From an optimization exercise on the open Yosys and OpenROAD flow, aimed at small area; shortcuts taken in it are not production practice. Only simulation tests tie the RTL to the original design; equivalence was not proved. Power figures rest on the tool's default switching activity, not on a simulated workload.

== exp/umber ==
==> flow/design.v (excerpt) <==
module writeback_regfile #(
  parameter int DATA_W   = cpu_pkg::DATA_W,
  parameter int NREGS    = cpu_pkg::NREGS,
  parameter int LINK_REG = cpu_pkg::LINK_REG
) (
  input  logic              clk,
  input  logic              reset_n,
  input  logic              wb_reg_write,
  input  logic              wb_mem_to_reg,
  input  logic [DATA_W-1:0] wb_data,
  input  logic [DATA_W-1:0] wb_result,
  input  cpu_pkg::reg_addr_t         wb_reg_address,
  input  logic              wb_jump_reg,
  input  logic              wb_link,
  input  logic              wb_link_to_rd,
  input  logic [DATA_W-1:0] wb_pc_plus8,
  input  cpu_pkg::reg_addr_t         rd_addr_a,
  input  cpu_pkg::reg_addr_t         rd_addr_b,
  output logic [DATA_W-1:0] rd_data_a,
  output logic [DATA_W-1:0] rd_data_b,
  input  cpu_pkg::reg_addr_t         dbg_addr,
  output logic [DATA_W-1:0] dbg_data,
  output cpu_pkg::reg_addr_t         dbg_last_dest,
  output logic [31:0]       commit_count
);
Size: about 3100 cells after synthesis, ~1100 flip-flops, about 260 I/O pins, roughly 47000 um^2 of cells after synthesis.
==> flow/config.mk <==
export PLATFORM = sky130hd
export DESIGN_NAME = writeback_regfile
export DESIGN_NICKNAME = writeback_regfile
export VERILOG_FILES = /design/flow/design.v
export SDC_FILE = /design/flow/constraint.sdc
export NUM_CORES = 4
export LEC_CHECK = 0
export CAP_MARGIN = 5
export CELL_PAD_IN_SITES_DETAIL_PLACEMENT = 1
export CELL_PAD_IN_SITES_GLOBAL_PLACEMENT = 1
export CORE_MARGIN = 2
export CORE_UTILIZATION = 35
export SETUP_SLACK_MARGIN = 0.2
export SLEW_MARGIN = 5
export SYNTH_HIERARCHICAL = 1
export SYNTH_MINIMUM_KEEP_SIZE = 0
==> flow/constraint.sdc <==
create_clock -name core_clock -period 7.5 [get_ports {clk}]
set_input_delay 1.5000 -clock core_clock [delete_from_list [all_inputs] [get_ports {clk}]]
set_output_delay 1.5000 -clock core_clock [all_outputs]
set_load 0.01 [all_outputs]
standard.sh (not shown) runs the stock make flow with config.mk's settings and CLKGATE_MAP_FILE= SYNTH_SCRIPT=/design/flow/synth_recipe.tcl, a recipe that flattens the netlist after the stock synthesis.
==> flow/flow/run.sh <==
#!/bin/bash
# The standard layout, with two changes: ports are buffered with a small buffer instead of the
# resizer's default choice (a delay cell), and clock tree synthesis uses clkbuf_16 buffers over sink clusters of up to 28 and
# inserts no dummy loads. The make output goes to make.log; each ORFS step keeps its own log
# under orfs/logs/.
set -euo pipefail
export BUFFER_PORTS_ARGS="-buffer_cell sky130_fd_sc_hd__buf_1"
export CTS_ARGS="-sink_clustering_enable -repair_clock_nets -dont_use_dummy_load -sink_clustering_size 28 -sink_clustering_max_diameter 100 -buf_list {sky130_fd_sc_hd__clkbuf_16}"
bash standard.sh > make.log 2>&1
For exp/indigo, these inputs were changed with respect to exp/umber:
-- flow/config.mk --
<<< exp/umber, line 11
export CORE_MARGIN = 2
export CORE_UTILIZATION = 35
export SETUP_SLACK_MARGIN = 0.2
export SLEW_MARGIN = 5
>>> exp/indigo, line 11
export CORE_MARGIN = 2
export CORE_UTILIZATION = 35
export PLACE_DENSITY = 0.7
export SETUP_SLACK_MARGIN = 0.2
export SLEW_MARGIN = 5
Results
Any difference in wire length of the first global-routing pass between exp/indigo and exp/umber is small enough to ignore. Cmp exp/umber and exp/indigo / finished layout cell area / lower: exp/indigo. Met3 track demand over resource in global routing, exp/umber and exp/indigo: lower on exp/umber. Taking exp/umber over exp/indigo, the met3 layer wire length in the routed design ratio works out to 0.76. exp/umber → exp/indigo: count of plain and timing-repair buffers decreased 56, shortest period the worst path allows increased 0.20 ns, routed wire length increased 1.1%.
--- input diff exp/indigo..exp/willow ---
==> flow/flow/run.sh <==
#!/bin/bash
# The standard layout, with two changes: ports are buffered with a small buffer instead of the
# resizer's default choice (a delay cell), and clock tree synthesis uses clkbuf_8 buffers over small sink clusters and
# inserts no dummy loads. The make output goes to make.log; each ORFS step keeps its own log
# under orfs/logs/.
set -euo pipefail
export BUFFER_PORTS_ARGS="-buffer_cell sky130_fd_sc_hd__buf_1"
export CTS_ARGS="-sink_clustering_enable -repair_clock_nets -dont_use_dummy_load -sink_clustering_size 11 -sink_clustering_max_diameter 40 -buf_list {sky130_fd_sc_hd__clkbuf_8}"
bash standard.sh > make.log 2>&1
-- flow/config.mk --
<<< exp/indigo, line 11
export CORE_MARGIN = 2
export CORE_UTILIZATION = 35
export PLACE_DENSITY = 0.7
export SETUP_SLACK_MARGIN = 0.2
export SLEW_MARGIN = 5
>>> exp/willow, line 11
export CORE_MARGIN = 2
export CORE_UTILIZATION = 35
export SETUP_SLACK_MARGIN = 0.2
export SLEW_MARGIN = 5
### Flow results
Sort exp/willow and exp/indigo by fraction of met1 tracks used by global routing asc -> top: exp/indigo
Final instance area, exp/willow vs exp/indigo: up by a few percent
Sort exp/willow and exp/indigo by maximum level of the CTS H-tree desc -> top: exp/willow
Diff exp/indigo..exp/willow | final routed wirelength across all metal layers | negligible
A capture point of the worst path of rd_data_b[17] is what exp/indigo shows, while rd_data_b[23] belongs to exp/willow.
Diff exp/indigo -> exp/willow | routed wirelength normalized by instance count | decrease of about 3%
The tightest hold margin on exp/indigo is in line with that on exp/willow.

* * *

## tundra
The RTL this note starts from:
==> flow/design.v <==
package cpu_pkg;
  localparam int DATA_W     = 32;
  localparam int REG_ADDR_W = 5;
  localparam int NREGS      = 32;
  localparam int LINK_REG   = 31;
  localparam int REG_ZERO   = 0;
  typedef logic [REG_ADDR_W-1:0] reg_addr_t;
endpackage
import cpu_pkg::*;
module wb_select #(
  parameter int DATA_W   = cpu_pkg::DATA_W,
  parameter int LINK_REG = cpu_pkg::LINK_REG
) (
  input  logic              wb_reg_write,
  input  logic              wb_mem_to_reg,
  input  logic [DATA_W-1:0] wb_data,
  input  logic [DATA_W-1:0] wb_result,
  input  cpu_pkg::reg_addr_t         wb_reg_address,
  input  logic              wb_jump_reg,
  input  logic              wb_link,
  input  logic              wb_link_to_rd,
  input  logic [DATA_W-1:0] wb_pc_plus8,
  output logic [DATA_W-1:0] wr_value,
  output cpu_pkg::reg_addr_t         wr_dest,
  output logic              wr_en
);
  logic sel_link, sel_mem, sel_alu;
  assign sel_link = wb_link;
  assign sel_mem  = ~wb_link & wb_mem_to_reg;
  assign sel_alu  = ~wb_link & ~wb_mem_to_reg;
  for (genvar b = 0; b < DATA_W; b++) begin : g_bit
    logic n;
    wbr_aoi222 u_sel (.a1(wb_pc_plus8[b]), .a2(sel_link), .b1(wb_data[b]), .b2(sel_mem),
                      .c1(wb_result[b]), .c2(sel_alu), .y(n));
    wbr_inv    u_inv (.a(n), .y(wr_value[b]));
  end
  assign wr_dest = (wb_link && !wb_link_to_rd) ? cpu_pkg::reg_addr_t'(LINK_REG) : wb_reg_address;
  assign wr_en = (wb_reg_write | wb_link) & ~wb_jump_reg
               & (wr_dest != cpu_pkg::reg_addr_t'(REG_ZERO));
endmodule
import cpu_pkg::*;
module writeback_regfile #(
  parameter int DATA_W   = cpu_pkg::DATA_W,
  parameter int NREGS    = cpu_pkg::NREGS,
  parameter int LINK_REG = cpu_pkg::LINK_REG
) (
  input  logic              clk,
  input  logic              reset_n,
  input  logic              wb_reg_write,
  input  logic              wb_mem_to_reg,
  input  logic [DATA_W-1:0] wb_data,
  input  logic [DATA_W-1:0] wb_result,
  input  cpu_pkg::reg_addr_t         wb_reg_address,
  input  logic              wb_jump_reg,
  input  logic              wb_link,
  input  logic              wb_link_to_rd,
  input  logic [DATA_W-1:0] wb_pc_plus8,
  input  cpu_pkg::reg_addr_t         rd_addr_a,
  input  cpu_pkg::reg_addr_t         rd_addr_b,
  output logic [DATA_W-1:0] rd_data_a,
  output logic [DATA_W-1:0] rd_data_b,
  input  cpu_pkg::reg_addr_t         dbg_addr,
  output logic [DATA_W-1:0] dbg_data,
  output cpu_pkg::reg_addr_t         dbg_last_dest,
  output logic [31:0]       commit_count
);
  logic [DATA_W-1:0] wr_value;
  cpu_pkg::reg_addr_t         wr_dest;
  logic              wr_en;
  logic              bypass_en;
  wb_select #(
    .DATA_W   (DATA_W),
    .LINK_REG (LINK_REG)
  ) u_wb_select (
    .wb_reg_write   (wb_reg_write),
    .wb_mem_to_reg  (wb_mem_to_reg),
    .wb_data        (wb_data),
    .wb_result      (wb_result),
    .wb_reg_address (wb_reg_address),
    .wb_jump_reg    (wb_jump_reg),
    .wb_link        (wb_link),
    .wb_link_to_rd  (wb_link_to_rd),
    .wb_pc_plus8    (wb_pc_plus8),
    .wr_value       (wr_value),
    .wr_dest        (wr_dest),
    .wr_en          (wr_en)
  );
  assign bypass_en = reset_n & wr_en;
  logic [DATA_W-1:0] term [32];
  logic [NREGS-1:1]  valid;
  logic [NREGS-1:1]  wr_sel;
  for (genvar i = 1; i < NREGS; i++) begin : g_reg
    logic [DATA_W-1:0] q;
    assign wr_sel[i] = wr_en & (wr_dest == cpu_pkg::reg_addr_t'(i));
    always_ff @(posedge clk) begin
      if (wr_sel[i]) begin
        q <= wr_value;
      end
    end
    always_ff @(posedge clk) begin
      if (!reset_n) begin
        valid[i] <= 1'b0;
      end else if (wr_sel[i]) begin
        valid[i] <= 1'b1;
      end
    end
    assign term[i-1] = q;
  end
  assign term[31] = wr_value;
  always_ff @(posedge clk) begin
    if (!reset_n) begin
      commit_count <= '0;
    end else if (wr_en) begin
      commit_count <= commit_count + 32'd1;
    end
  end
  always_ff @(posedge clk) begin
    if (!reset_n) begin
      dbg_last_dest <= '0;
    end else if (wr_en) begin
      dbg_last_dest <= wr_dest;
    end
  end
  logic        hit_a, hit_b;
  logic [31:0] sel_a, sel_b, sel_d;
  assign hit_a = bypass_en & (rd_addr_a == wr_dest);
  assign hit_b = bypass_en & (rd_addr_b == wr_dest);
  for (genvar i = 1; i < NREGS; i++) begin : g_sel
    assign sel_a[i-1] = ~hit_a & valid[i] & (rd_addr_a == cpu_pkg::reg_addr_t'(i));
    assign sel_b[i-1] = ~hit_b & valid[i] & (rd_addr_b == cpu_pkg::reg_addr_t'(i));
    assign sel_d[i-1] = valid[i] & (dbg_addr == cpu_pkg::reg_addr_t'(i));
  end
  assign sel_a[31] = hit_a;
  assign sel_b[31] = hit_b;
  assign sel_d[31] = 1'b0;
  for (genvar b = 0; b < DATA_W; b++) begin : g_bit
    logic [31:0] ta;
    for (genvar t = 0; t < 32; t++) begin : g_t
      assign ta[t] = term[t][b];
    end
    wbr_andor32 u_a (.d(ta),       .s(sel_a),       .y(rd_data_a[b]));
    wbr_andor32 u_b (.d(ta),       .s(sel_b),       .y(rd_data_b[b]));
    wbr_andor31 u_d (.d(ta[30:0]), .s(sel_d[30:0]), .y(dbg_data[b]));
  end
endmodule
module wbr_andor32 (
  input  logic [31:0] d,
  input  logic [31:0] s,
  output logic        y
);
  logic [11:0] n;
  logic [2:0]  o;
  for (genvar k = 0; k < 10; k++) begin : g_k
    wbr_aoi222 u (.a1(d[3*k]), .a2(s[3*k]), .b1(d[3*k+1]), .b2(s[3*k+1]),
                  .c1(d[3*k+2]), .c2(s[3*k+2]), .y(n[k]));
  end
  wbr_nand2 u_l0 (.a(d[30]), .b(s[30]), .y(n[10]));
  wbr_nand2 u_l1 (.a(d[31]), .b(s[31]), .y(n[11]));
  wbr_nand4 u_o0 (.a(n[0]), .b(n[1]), .c(n[2]), .d(n[3]), .y(o[0]));
  wbr_nand4 u_o1 (.a(n[4]), .b(n[5]), .c(n[6]), .d(n[7]), .y(o[1]));
  wbr_nand4 u_o2 (.a(n[8]), .b(n[9]), .c(n[10]), .d(n[11]), .y(o[2]));
  wbr_or3   u_y  (.a(o[0]), .b(o[1]), .c(o[2]), .y(y));
endmodule
module wbr_andor31 (
  input  logic [30:0] d,
  input  logic [30:0] s,
  output logic        y
);
  logic [10:0] n;
  logic [2:0]  o;
  for (genvar k = 0; k < 10; k++) begin : g_k
    wbr_aoi222 u (.a1(d[3*k]), .a2(s[3*k]), .b1(d[3*k+1]), .b2(s[3*k+1]),
                  .c1(d[3*k+2]), .c2(s[3*k+2]), .y(n[k]));
  end
  wbr_nand2 u_l (.a(d[30]), .b(s[30]), .y(n[10]));
  wbr_nand4 u_o0 (.a(n[0]), .b(n[1]), .c(n[2]), .d(n[3]), .y(o[0]));
  wbr_nand4 u_o1 (.a(n[4]), .b(n[5]), .c(n[6]), .d(n[7]), .y(o[1]));
  wbr_nand3 u_o2 (.a(n[8]), .b(n[9]), .c(n[10]), .y(o[2]));
  wbr_or3   u_y  (.a(o[0]), .b(o[1]), .c(o[2]), .y(y));
endmodule
module wbr_aoi222 (
  input  logic a1, a2, b1, b2, c1, c2,
  output logic y
);
  assign y = ~((a1 & a2) | (b1 & b2) | (c1 & c2));
endmodule
module wbr_nand4 (
  input  logic a, b, c, d,
  output logic y
);
  assign y = ~(a & b & c & d);
endmodule
module wbr_nand3 (
  input  logic a, b, c,
  output logic y
);
  assign y = ~(a & b & c);
endmodule
module wbr_nand2 (
  input  logic a, b,
  output logic y
);
  assign y = ~(a & b);
endmodule
module wbr_or3 (
  input  logic a, b, c,
  output logic y
);
  assign y = a | b | c;
endmodule
module wbr_inv (
  input  logic a,
  output logic y
);
  assign y = ~a;
endmodule
clock: 7.5 ns
lec_check: 0
cap_margin: 5
cell_pad_in_sites_detail_placement: 1
cell_pad_in_sites_global_placement: 1
core_margin: 2
core_utilization: 35
setup_slack_margin: 0.2
slew_margin: 5
synth_hierarchical: 1
synth_minimum_keep_size: 0
==> flow/flow/run.sh <==
#!/bin/bash
# The standard layout, with two changes: ports are buffered with a small buffer instead of the
# resizer's default choice (a delay cell), and clock tree synthesis uses clkbuf_16 buffers over sink clusters of up to 25 and
# inserts no dummy loads. The make output goes to make.log; each ORFS step keeps its own log
# under orfs/logs/.
set -euo pipefail
export BUFFER_PORTS_ARGS="-buffer_cell sky130_fd_sc_hd__buf_1"
export CTS_ARGS="-sink_clustering_enable -repair_clock_nets -dont_use_dummy_load -sink_clustering_size 25 -sink_clustering_max_diameter 100 -buf_list {sky130_fd_sc_hd__clkbuf_16}"
bash standard.sh > make.log 2>&1
Inputs modified between tundra and sierra:
# tundra
export LEC_CHECK = 0
export CAP_MARGIN = 5
export CELL_PAD_IN_SITES_DETAIL_PLACEMENT = 1
export CELL_PAD_IN_SITES_GLOBAL_PLACEMENT = 1
export CORE_MARGIN = 2
export CORE_UTILIZATION = 35
export SETUP_SLACK_MARGIN = 0.2
export SLEW_MARGIN = 5
export SYNTH_HIERARCHICAL = 1
export SYNTH_MINIMUM_KEEP_SIZE = 0
create_clock -name core_clock -period 7.5 [get_ports {clk}]
# sierra
export LEC_CHECK = 0
export CAP_MARGIN = 5
export CELL_PAD_IN_SITES_DETAIL_PLACEMENT = 1
export CELL_PAD_IN_SITES_GLOBAL_PLACEMENT = 1
export CORE_MARGIN = 2
export CORE_UTILIZATION = 35
export PLACE_DENSITY = 0.8
export SETUP_SLACK_MARGIN = 0.2
export SLEW_MARGIN = 5
export SYNTH_HIERARCHICAL = 1
export SYNTH_MINIMUM_KEEP_SIZE = 0
create_clock -name core_clock -period 7.5 [get_ports {clk}]
--- outcome ---
Every stage of the flow completed for sierra, and the final layout passed the timing, DRC and antenna checks. Going from tundra to sierra, top fanout value on the critical path grows by 10. Delta (sierra minus tundra): wire length of the first global-routing pass shows a reduction of about 2%; setup slack at placement up 0.18 ns. Run comparison: tundra worst setup path endpoint rd_data_b[11]; sierra worst setup path endpoint rd_data_b[13]. In the flow results for sierra and tundra, the share of the cycle needed by the critical path after routing is smaller on sierra. Changes observed in sierra relative to tundra: number of top-level pins roughly the same, worst setup slack higher, cell depth of the worst flop-to-flop path roughly the same. From tundra to sierra the numbers moved as follows: overall global routing resource usage dropped 1.2 points, worst hold slack moved up, fraction of area in non-clock buffers went down, routed wire length dropped 6400 microns.
### sierra -> lagoon
# sierra
export LEC_CHECK = 0
export CAP_MARGIN = 5
export CELL_PAD_IN_SITES_DETAIL_PLACEMENT = 1
export CELL_PAD_IN_SITES_GLOBAL_PLACEMENT = 1
export CORE_MARGIN = 2
export CORE_UTILIZATION = 35
export PLACE_DENSITY = 0.8
export SETUP_SLACK_MARGIN = 0.2
export SLEW_MARGIN = 5
export SYNTH_HIERARCHICAL = 1
export SYNTH_MINIMUM_KEEP_SIZE = 0
create_clock -name core_clock -period 7.5 [get_ports {clk}]
# lagoon
export LEC_CHECK = 0
export CAP_MARGIN = 10
export CELL_PAD_IN_SITES_DETAIL_PLACEMENT = 1
export CELL_PAD_IN_SITES_GLOBAL_PLACEMENT = 1
export CORE_MARGIN = 2
export CORE_UTILIZATION = 35
export SLEW_MARGIN = 10
export SYNTH_HIERARCHICAL = 1
export SYNTH_MINIMUM_KEEP_SIZE = 0
create_clock -name core_clock -period 7.5 [get_ports {clk}]
==> flow/flow/run.sh <==
#!/bin/bash
# The standard layout, with two changes: ports are buffered with a small buffer instead of the
# resizer's default choice (a delay cell), and clock tree synthesis uses clkbuf_8 buffers over small sink clusters and
# inserts no dummy loads. The make output goes to make.log; each ORFS step keeps its own log
# under orfs/logs/.
set -euo pipefail
export BUFFER_PORTS_ARGS="-buffer_cell sky130_fd_sc_hd__buf_1"
export CTS_ARGS="-sink_clustering_enable -repair_clock_nets -dont_use_dummy_load -sink_clustering_size 11 -sink_clustering_max_diameter 40 -buf_list {sky130_fd_sc_hd__clkbuf_8}"
bash standard.sh > make.log 2>&1
Notes after the runs:
- met3 routed wirelength of lagoon falls short of that of sierra by more than 10%.
- Changes observed in lagoon relative to sierra: routed length per placed instance rose by 5.5%; number of antenna violations at the first check in global routing +5; relative slew slack went down 0.97 points; diode insertion count for antenna repair climbed 5.
- Clock power share ended up 6.0 points higher on lagoon than on sierra.
- lagoon vs. sierra: routing usage on met1 went up, path length in cells of the critical path went up, final worst-path cycle share went up, clock network area share went up.
[inputs] fjord vs lagoon
# lagoon
export LEC_CHECK = 0
export CAP_MARGIN = 10
export CELL_PAD_IN_SITES_DETAIL_PLACEMENT = 1
export CELL_PAD_IN_SITES_GLOBAL_PLACEMENT = 1
export CORE_MARGIN = 2
export CORE_UTILIZATION = 35
export SLEW_MARGIN = 10
export SYNTH_HIERARCHICAL = 1
export SYNTH_MINIMUM_KEEP_SIZE = 0
create_clock -name core_clock -period 7.5 [get_ports {clk}]
# fjord
export LEC_CHECK = 0
export CAP_MARGIN = 5
export CELL_PAD_IN_SITES_DETAIL_PLACEMENT = 1
export CELL_PAD_IN_SITES_GLOBAL_PLACEMENT = 1
export CORE_MARGIN = 2
export CORE_UTILIZATION = 42
export SETUP_SLACK_MARGIN = 0.2
export SLEW_MARGIN = 5
export SYNTH_HIERARCHICAL = 1
export SYNTH_MINIMUM_KEEP_SIZE = 0
create_clock -name core_clock -period 7.5 [get_ports {clk}]
==> flow/flow/run.sh <==
#!/bin/bash
# The standard layout, with two changes: ports are buffered with a small buffer instead of the
# resizer's default choice (a delay cell), and clock tree synthesis uses clkbuf_16 buffers over sink clusters of up to 25 and
# inserts no dummy loads. The make output goes to make.log; each ORFS step keeps its own log
# under orfs/logs/.
set -euo pipefail
export BUFFER_PORTS_ARGS="-buffer_cell sky130_fd_sc_hd__buf_1"
export CTS_ARGS="-sink_clustering_enable -repair_clock_nets -dont_use_dummy_load -sink_clustering_size 25 -sink_clustering_max_diameter 100 -buf_list {sky130_fd_sc_hd__clkbuf_16}"
bash standard.sh > make.log 2>&1
--- outcome ---
- Vertical extent of the die ended up 8.6% lower on fjord than on lagoon.
- For non-clock buffer count, fjord and lagoon come out practically identical.
- Going from lagoon to fjord, the fraction of area in multi-input gates was found to have gone up by 0.76 points.
- Compared with lagoon, fjord shows a higher maximum achievable frequency.
- Looking at total number of placement rows, fjord sits 9.0% below lagoon.
- The final setup slack of the worst path in fjord sits 0.25 ns above the value recorded for lagoon.
- Compared with lagoon, fjord shows a final clock period utilization by the worst path that is 3.3 points lower.
- Taking lagoon as the reference, in fjord net switching power decreased 8.3%; core utilization of the finished layout grew by 7.1 points; combinational share of power +0.3 points.
Setup changes, fjord to violet
# fjord
export LEC_CHECK = 0
export CAP_MARGIN = 5
export CELL_PAD_IN_SITES_DETAIL_PLACEMENT = 1
export CELL_PAD_IN_SITES_GLOBAL_PLACEMENT = 1
export CORE_MARGIN = 2
export CORE_UTILIZATION = 42
export SETUP_SLACK_MARGIN = 0.2
export SLEW_MARGIN = 5
export SYNTH_HIERARCHICAL = 1
export SYNTH_MINIMUM_KEEP_SIZE = 0
create_clock -name core_clock -period 7.5 [get_ports {clk}]
# violet
export LEC_CHECK = 0
export CAP_MARGIN = 5
export CELL_PAD_IN_SITES_DETAIL_PLACEMENT = 1
export CELL_PAD_IN_SITES_GLOBAL_PLACEMENT = 1
export CORE_MARGIN = 2
export CORE_UTILIZATION = 35
export GPL_TIMING_DRIVEN = 0
export SETUP_SLACK_MARGIN = 0.2
export SLEW_MARGIN = 5
export SYNTH_HIERARCHICAL = 1
export SYNTH_MINIMUM_KEEP_SIZE = 0
create_clock -name core_clock -period 7.5 [get_ports {clk}]
==> flow/flow/run.sh <==
#!/bin/bash
# The standard layout, with two changes: ports are buffered with a small buffer instead of the
# resizer's default choice (a delay cell), and clock tree synthesis uses clkbuf_16 buffers over sink clusters of up to 28 and
# inserts no dummy loads. The make output goes to make.log; each ORFS step keeps its own log
# under orfs/logs/.
set -euo pipefail
export BUFFER_PORTS_ARGS="-buffer_cell sky130_fd_sc_hd__buf_1"
export CTS_ARGS="-sink_clustering_enable -repair_clock_nets -dont_use_dummy_load -sink_clustering_size 28 -sink_clustering_max_diameter 100 -buf_list {sky130_fd_sc_hd__clkbuf_16}"
bash standard.sh > make.log 2>&1
- violet was carried through to the last stage, and its layout satisfied the timing, DRC and antenna checks.
- fjord completed; timing, DRC and antenna clean
- The lower width of the die of violet and fjord is in fjord.
- Taking fjord as the reference, in violet count of plain and timing-repair buffers higher, detailed-routed wire length on met2 went down by 6.2%, global-route usage went down 7.3 points, area added between synthesis and finish picked up an extra 4.1 points.
- violet against fjord; finished layout cell area is up by a few percent.
- Diff fjord -> violet | static leakage power | up slightly
- Looking at overall power across both flows, violet is the stronger of the two, with fjord trailing.
Setup changes, violet to ember
# violet
export LEC_CHECK = 0
export CAP_MARGIN = 5
export CELL_PAD_IN_SITES_DETAIL_PLACEMENT = 1
export CELL_PAD_IN_SITES_GLOBAL_PLACEMENT = 1
export CORE_MARGIN = 2
export CORE_UTILIZATION = 35
export GPL_TIMING_DRIVEN = 0
export SETUP_SLACK_MARGIN = 0.2
export SLEW_MARGIN = 5
export SYNTH_HIERARCHICAL = 1
export SYNTH_MINIMUM_KEEP_SIZE = 0
create_clock -name core_clock -period 7.5 [get_ports {clk}]
# ember
export LEC_CHECK = 0
export CAP_MARGIN = 5
export CELL_PAD_IN_SITES_DETAIL_PLACEMENT = 1
export CELL_PAD_IN_SITES_GLOBAL_PLACEMENT = 1
export CORE_MARGIN = 2
export CORE_UTILIZATION = 35
export PLACE_DENSITY = 0.8
export SETUP_SLACK_MARGIN = 0.2
export SLEW_MARGIN = 5
export SYNTH_HIERARCHICAL = 1
export SYNTH_MINIMUM_KEEP_SIZE = 0
create_clock -name core_clock -period 7.5 [get_ports {clk}]
--- outcome ---
ember: flow completed, timing, DRC and antenna clean. Global routing met1 resource utilization: ember lower than violet. Measured against each other, ember and violet differ in placed instance count, the higher figure coming from violet. On total via count in the routed design, the lower figure sits with violet, not ember.

[what the ideal ports hide]
Ports are ideal in the flow. The routed layouts listed here were re-timed in OpenROAD.
Step 1 (the two cells are an assumption about what drives the block):
set clk [get_ports {clk}]
set_driving_cell -lib_cell sky130_fd_sc_hd__clkbuf_16 $clk
set_driving_cell -lib_cell sky130_fd_sc_hd__buf_2 [delete_from_list [all_inputs] $clk]
Step 2 adds t to the input delays and takes it off the output delays; t is the mean of the earliest and latest rising clock arrival at the registers after step 1. Input paths then give back, and output paths get back, about the clock's delay inside the block.
Slacks: ideal ports / drivers / drivers and shift; pairs: ideal ports / drivers.
| run | t, ns | setup WS [ns] | worst setup path after step 2 |
|---|---|---|---|
| exp/umber | 0.741 | 0.372 / 0.344 / 0.344 | input to output |
| exp/indigo | 0.722 | 0.171 / 0.148 / 0.148 | input to output |
| exp/willow | 0.946 | 0.413 / 0.386 / 0.386 | input to output |
| tundra | 0.754 | 0.187 / 0.159 / 0.159 | input to output |
| sierra | 0.724 | 0.315 / 0.288 / 0.288 | input to output |
| lagoon | 0.939 | 0.110 / 0.081 / 0.081 | input to output |
| fjord | 0.780 | 0.357 / 0.334 / 0.334 | input to output |
| violet | 0.746 | 0.210 / 0.166 / 0.166 | input to output |
| ember | 0.723 | 0.300 / 0.276 / 0.276 | input to output |
After both steps every run listed still meets setup and hold. For violet, which loses most, drivers alone change the setup slack by -0.044 ns; drivers and shift together by -0.044 ns.
